This design comes from an exercise in tuning for small area, a short achievable clock period and few clock cycles per item on the open sky130 flow, not from production work. Where RTL was checked, it was by simulation tests only, not by an equivalence proof against the original.

==> flow/design.v (excerpt) <==
module piccolo128_dec
(
  input  logic         clk,
  input  logic         reset,
  input  logic         start,
  input  logic [127:0] keyin,
  input  logic [63:0]  ciphertext,
  output logic         busy,
  output logic         done,
  output logic [63:0]  plaintext
);
==> module piccolo128_dec, before the edit <==
module piccolo128_dec
(
  input  logic         clk,
  input  logic         reset,
  input  logic         start,
  input  logic [127:0] keyin,
  input  logic [63:0]  ciphertext,
  output logic         busy,
  output logic         done,
  output logic [63:0]  plaintext
);
  logic [127:0] r_key;
  logic [63:0]  r_s;
  logic [4:0]   r_c;           
  logic [15:0]  w_kin [8];
  logic [15:0]  w_k   [8];
  logic [3:0]   w_ksel;
  logic [31:0]  w_con;
  logic [15:0]  w_rk0, w_rk1;
  logic [63:0]  w_rnd;
  always_comb begin
    for (int j = 0; j < 8; j++) begin
      w_kin[j] = keyin[127-16*j -: 16];
      w_k[j]   = r_key[127-16*j -: 16];
    end
  end
  assign w_ksel = piccolo_pkg::ksel(r_c);
  assign w_con  = piccolo_pkg::con128(r_c);
  assign w_rk0  = w_k[{w_ksel[3:2], 1'b0}] ^ w_con[31:16];
  assign w_rk1  = w_k[{w_ksel[1:0], 1'b1}] ^ w_con[15:0];
  piccolo_round u_round (
    .x   (r_s),
    .rk0 (w_rk0),
    .rk1 (w_rk1),
    .y   (w_rnd)
  );
  assign plaintext = piccolo_pkg::rp(r_s) ^
                     {w_k[0][15:8], w_k[1][7:0], 16'h0, w_k[1][15:8], w_k[0][7:0], 16'h0};
  always_ff @(posedge clk) begin
    if (!busy) begin
      r_key <= keyin;
      r_s   <= ciphertext ^ {w_kin[4][15:8], w_kin[7][7:0], 16'h0,
                             w_kin[7][15:8], w_kin[4][7:0], 16'h0};
      r_c   <= 5'd31;
    end else begin
      r_s   <= piccolo_pkg::rp_inv(w_rnd);
      r_c   <= r_c - 5'd1;
    end
  end
  always_ff @(posedge clk) begin
    if (reset) begin
      busy <= 1'b0;
      done <= 1'b0;
    end else begin
      done <= busy && (r_c == 5'd1);
      if (!busy) busy <= start && !done;
      else if (r_c == 5'd1) busy <= 1'b0;
    end
  end
endmodule
Settings: LEC_CHECK=0, CAP_MARGIN=20, CORE_MARGIN=2, CORE_UTILIZATION=40, SETUP_SLACK_MARGIN=3.0, SLEW_MARGIN=20; clock period 6.0 ns.
standard.sh (not shown) runs the stock make flow with config.mk's settings and CLKGATE_MAP_FILE= SYNTH_SCRIPT=/design/flow/synth_recipe.tcl, a recipe that flattens the netlist after the stock synthesis.
==> flow/flow/run.sh <==
#!/bin/bash
# Standard ORFS layout, except that the port buffers are the smallest
# buffer cell instead of the delay buffer buffer_ports picks on its own.
set -euo pipefail
export BUFFER_PORTS_ARGS="-buffer_cell sky130_fd_sc_hd__buf_1"
bash standard.sh > standard_flow.log 2>&1
Testbench counts at the start, summed over its fixed seeds: cycles 8,440, blocks 256.
Edit:
--- a/flow/design.v
+++ b/flow/design.v
@@ -14,15 +14,14 @@
   function automatic logic [3:0] mul3(input logic [3:0] a);
     mul3 = mul2(a) ^ a;
   endfunction
   function automatic logic [15:0] mix_m(input logic [15:0] a);
-    logic [3:0] a0, a1, a2, a3, d0, d1, d2, d3;
+    logic [3:0] a0, a1, a2, a3;
     a0 = a[15:12]; a1 = a[11:8]; a2 = a[7:4]; a3 = a[3:0];
-    d0 = a0 ^ a1; d1 = a1 ^ a2; d2 = a2 ^ a3; d3 = a3 ^ a0;
-    mix_m = {mul2(d0) ^ (a1 ^ d2),
-             mul2(d1) ^ (a2 ^ d3),
-             mul2(d2) ^ (a3 ^ d0),
-             mul2(d3) ^ (a0 ^ d1)};
+    mix_m = {mul2(a0) ^ mul3(a1) ^ a2       ^ a3,
+            a0       ^ mul2(a1) ^ mul3(a2) ^ a3,
+            a0       ^ a1       ^ mul2(a2) ^ mul3(a3),
+            mul3(a0) ^ a1       ^ a2       ^ mul2(a3)};
   endfunction
   function automatic logic [15:0] f_func(input logic [15:0] v);
     logic [15:0] a, m;
     a = {sbox(v[15:12]), sbox(v[11:8]), sbox(v[7:4]), sbox(v[3:0])};
@@ -78,9 +77,9 @@
   logic [15:0]  w_k   [8];
   logic [3:0]   w_ksel;
   logic [31:0]  w_con;
   logic [15:0]  w_rk0, w_rk1;
-  logic [63:0]  w_rnd;
+  logic [63:0]  w_rnd, w_wk;
   always_comb begin
     for (int j = 0; j < 8; j++) begin
       w_kin[j] = keyin[127-16*j -: 16];
       w_k[j]   = r_key[127-16*j -: 16];
@@ -95,18 +94,19 @@
     .rk0 (w_rk0),
     .rk1 (w_rk1),
     .y   (w_rnd)
   );
-  assign plaintext = piccolo_pkg::rp(r_s) ^
-                     {w_k[0][15:8], w_k[1][7:0], 16'h0, w_k[1][15:8], w_k[0][7:0], 16'h0};
+  assign w_wk = (r_c == 5'd1) ?
+                {w_k[0][15:8], w_k[1][7:0], 16'h0, w_k[1][15:8], w_k[0][7:0], 16'h0} : 64'h0;
+  assign plaintext = piccolo_pkg::rp(r_s);
   always_ff @(posedge clk) begin
     if (!busy) begin
       r_key <= keyin;
       r_s   <= ciphertext ^ {w_kin[4][15:8], w_kin[7][7:0], 16'h0,
                              w_kin[7][15:8], w_kin[4][7:0], 16'h0};
       r_c   <= 5'd31;
     end else begin
-      r_s   <= piccolo_pkg::rp_inv(w_rnd);
+      r_s   <= piccolo_pkg::rp_inv(w_rnd ^ w_wk);
       r_c   <= r_c - 5'd1;
     end
   end
   always_ff @(posedge clk) begin
Result: Core utilization climbs by 2.4 points; count of clock-buffer cells in the layout came out higher by 2; via count goes up by a few percent; register-to-register slack is worse by 0.04 ns; routed wire length rises by a few percent; final area grows by a few percent; worst hold slack barely changes; cell count rises by a few percent; setup slack gets worse by 0.037 ns; non-clock buffer count climbs by 37; sequential share of layout area shrinks by 1.3 points.
Testbench counts after the change, summed over its fixed seeds: cycles 8,440, blocks 256.


piccolo128_dec, a different RTL version from the one above (not shown whole).
For scale: about 200 flip-flops, ~260 I/O pins.
==> module piccolo128_dec, before the edit <==
module piccolo128_dec
(
  input  logic         clk,
  input  logic         reset,
  input  logic         start,
  input  logic [127:0] keyin,
  input  logic [63:0]  ciphertext,
  output logic         busy,
  output logic         done,
  output logic [63:0]  plaintext
);
  logic [127:0] r_key;
  logic [63:0]  r_s;
  logic [4:0]   r_c;           
  logic [15:0]  w_kin [8];
  logic [15:0]  w_k   [8];
  logic [3:0]   w_ksel;
  logic [31:0]  w_con;
  logic [15:0]  w_rk0, w_rk1;
  logic [63:0]  w_rnd, w_wk;
  always_comb begin
    for (int j = 0; j < 8; j++) begin
      w_kin[j] = keyin[127-16*j -: 16];
      w_k[j]   = r_key[127-16*j -: 16];
    end
  end
  assign w_ksel = piccolo_pkg::ksel(r_c);
  assign w_con  = piccolo_pkg::con128(r_c);
  assign w_rk0  = w_k[{w_ksel[3:2], 1'b0}] ^ w_con[31:16];
  assign w_rk1  = w_k[{w_ksel[1:0], 1'b1}] ^ w_con[15:0];
  piccolo_round u_round (
    .x   (r_s),
    .rk0 (w_rk0),
    .rk1 (w_rk1),
    .y   (w_rnd)
  );
  assign w_wk = (r_c == 5'd1) ?
                {w_k[0][15:8], w_k[1][7:0], 16'h0, w_k[1][15:8], w_k[0][7:0], 16'h0} : 64'h0;
  assign plaintext = piccolo_pkg::rp(r_s);
  always_ff @(posedge clk) begin
    if (!busy) begin
      r_key <= keyin;
      r_s   <= ciphertext ^ {w_kin[4][15:8], w_kin[7][7:0], 16'h0,
                             w_kin[7][15:8], w_kin[4][7:0], 16'h0};
      r_c   <= 5'd31;
    end else begin
      r_s   <= piccolo_pkg::rp_inv(w_rnd ^ w_wk);
      r_c   <= r_c - 5'd1;
    end
  end
  always_ff @(posedge clk) begin
    if (reset) begin
      busy <= 1'b0;
      done <= 1'b0;
    end else begin
      done <= busy && (r_c == 5'd1);
      if (!busy) busy <= start && !done;
      else if (r_c == 5'd1) busy <= 1'b0;
    end
  end
endmodule
export LEC_CHECK = 0
export CAP_MARGIN = 20
export CORE_MARGIN = 2
export CORE_UTILIZATION = 40
export CTS_BUF_LIST = sky130_fd_sc_hd__clkbuf_8
export SETUP_SLACK_MARGIN = 3.25
export SLEW_MARGIN = 20
create_clock -name core_clock -period 6.0 [get_ports {clk}]
Scripts as last shown in full above: flow/flow/run.sh
Testbench counts at the start, summed over its fixed seeds: cycles 8,440, blocks 256.
Rerun with:
--- a/flow/design.v
+++ b/flow/design.v
@@ -81,4 +81,5 @@
   logic [15:0]  w_rk0, w_rk1;
   logic [63:0]  w_rnd, w_wk;
+  logic         r_idle;        
   always_comb begin
     for (int j = 0; j < 8; j++) begin
@@ -101,5 +102,5 @@
   assign plaintext = piccolo_pkg::rp(r_s);
   always_ff @(posedge clk) begin
-    if (!busy) begin
+    if (r_idle) begin
       r_key <= keyin;
       r_s   <= ciphertext ^ {w_kin[4][15:8], w_kin[7][7:0], 16'h0,
@@ -113,10 +114,16 @@
   always_ff @(posedge clk) begin
     if (reset) begin
-      busy <= 1'b0;
-      done <= 1'b0;
+      busy   <= 1'b0;
+      r_idle <= 1'b1;
+      done   <= 1'b0;
     end else begin
       done <= busy && (r_c == 5'd1);
-      if (!busy) busy <= start && !done;
-      else if (r_c == 5'd1) busy <= 1'b0;
+      if (!busy) begin
+        busy   <= start && !done;
+        r_idle <= !(start && !done);
+      end else if (r_c == 5'd1) begin
+        busy   <= 1'b0;
+        r_idle <= 1'b1;
+      end
     end
   end
After rerunning:
- core utilization went up by 2.3 points
- global-route usage rises by 1.0 points
- clock skew is about the same
- hold slack loses 0.090 ns
- setup slack gets worse by 0.076 ns
- synthesized area decreases slightly
- non-clock buffer count climbs by 44
- wire length is higher by a little under a tenth
- clock-buffer cell count does not change
- flip-flop and latch count is higher by 1
- sequential share of layout area fell by 1.3 points
Only the layout flow was run in the second run of this note; the RTL was not checked for function there.

==> afterwards: timing with drivers on the ports <==
How much do the figures lean on ideal ports? The routed layouts below were timed once more, with nothing changed but the port constraints.
Step 1, drivers: a clkbuf_16 drives clk and a buf_2 each remaining input, both assumed.
Step 2 times the ports against the registers' clock, not the clock port: input delays grow and output delays shrink by t, the midpoint of the rising clock arrivals with the driver on.
a / b / c = no drivers / after step 1 / after step 2; a / b = the first two.
run | shift t [ns] | setup slack, ns | clock arrival spread, ns | pins driven straight from the clock port
the first run of note 1 | 0.498 | 3.121 / 3.121 / 3.121 | 0.018 / 0.018 | 1
the second run of note 1 | 0.482 | 3.084 / 3.084 / 3.084 | 0.013 / 0.013 | 1
the first run of note 2 | 0.526 | 3.317 / 3.317 / 3.317 | 0.013 / 0.013 | 1
the second run of note 2 | 0.529 | 3.241 / 3.241 / 3.241 | 0.016 / 0.016 | 1
After both steps setup and hold are still met in every run listed.
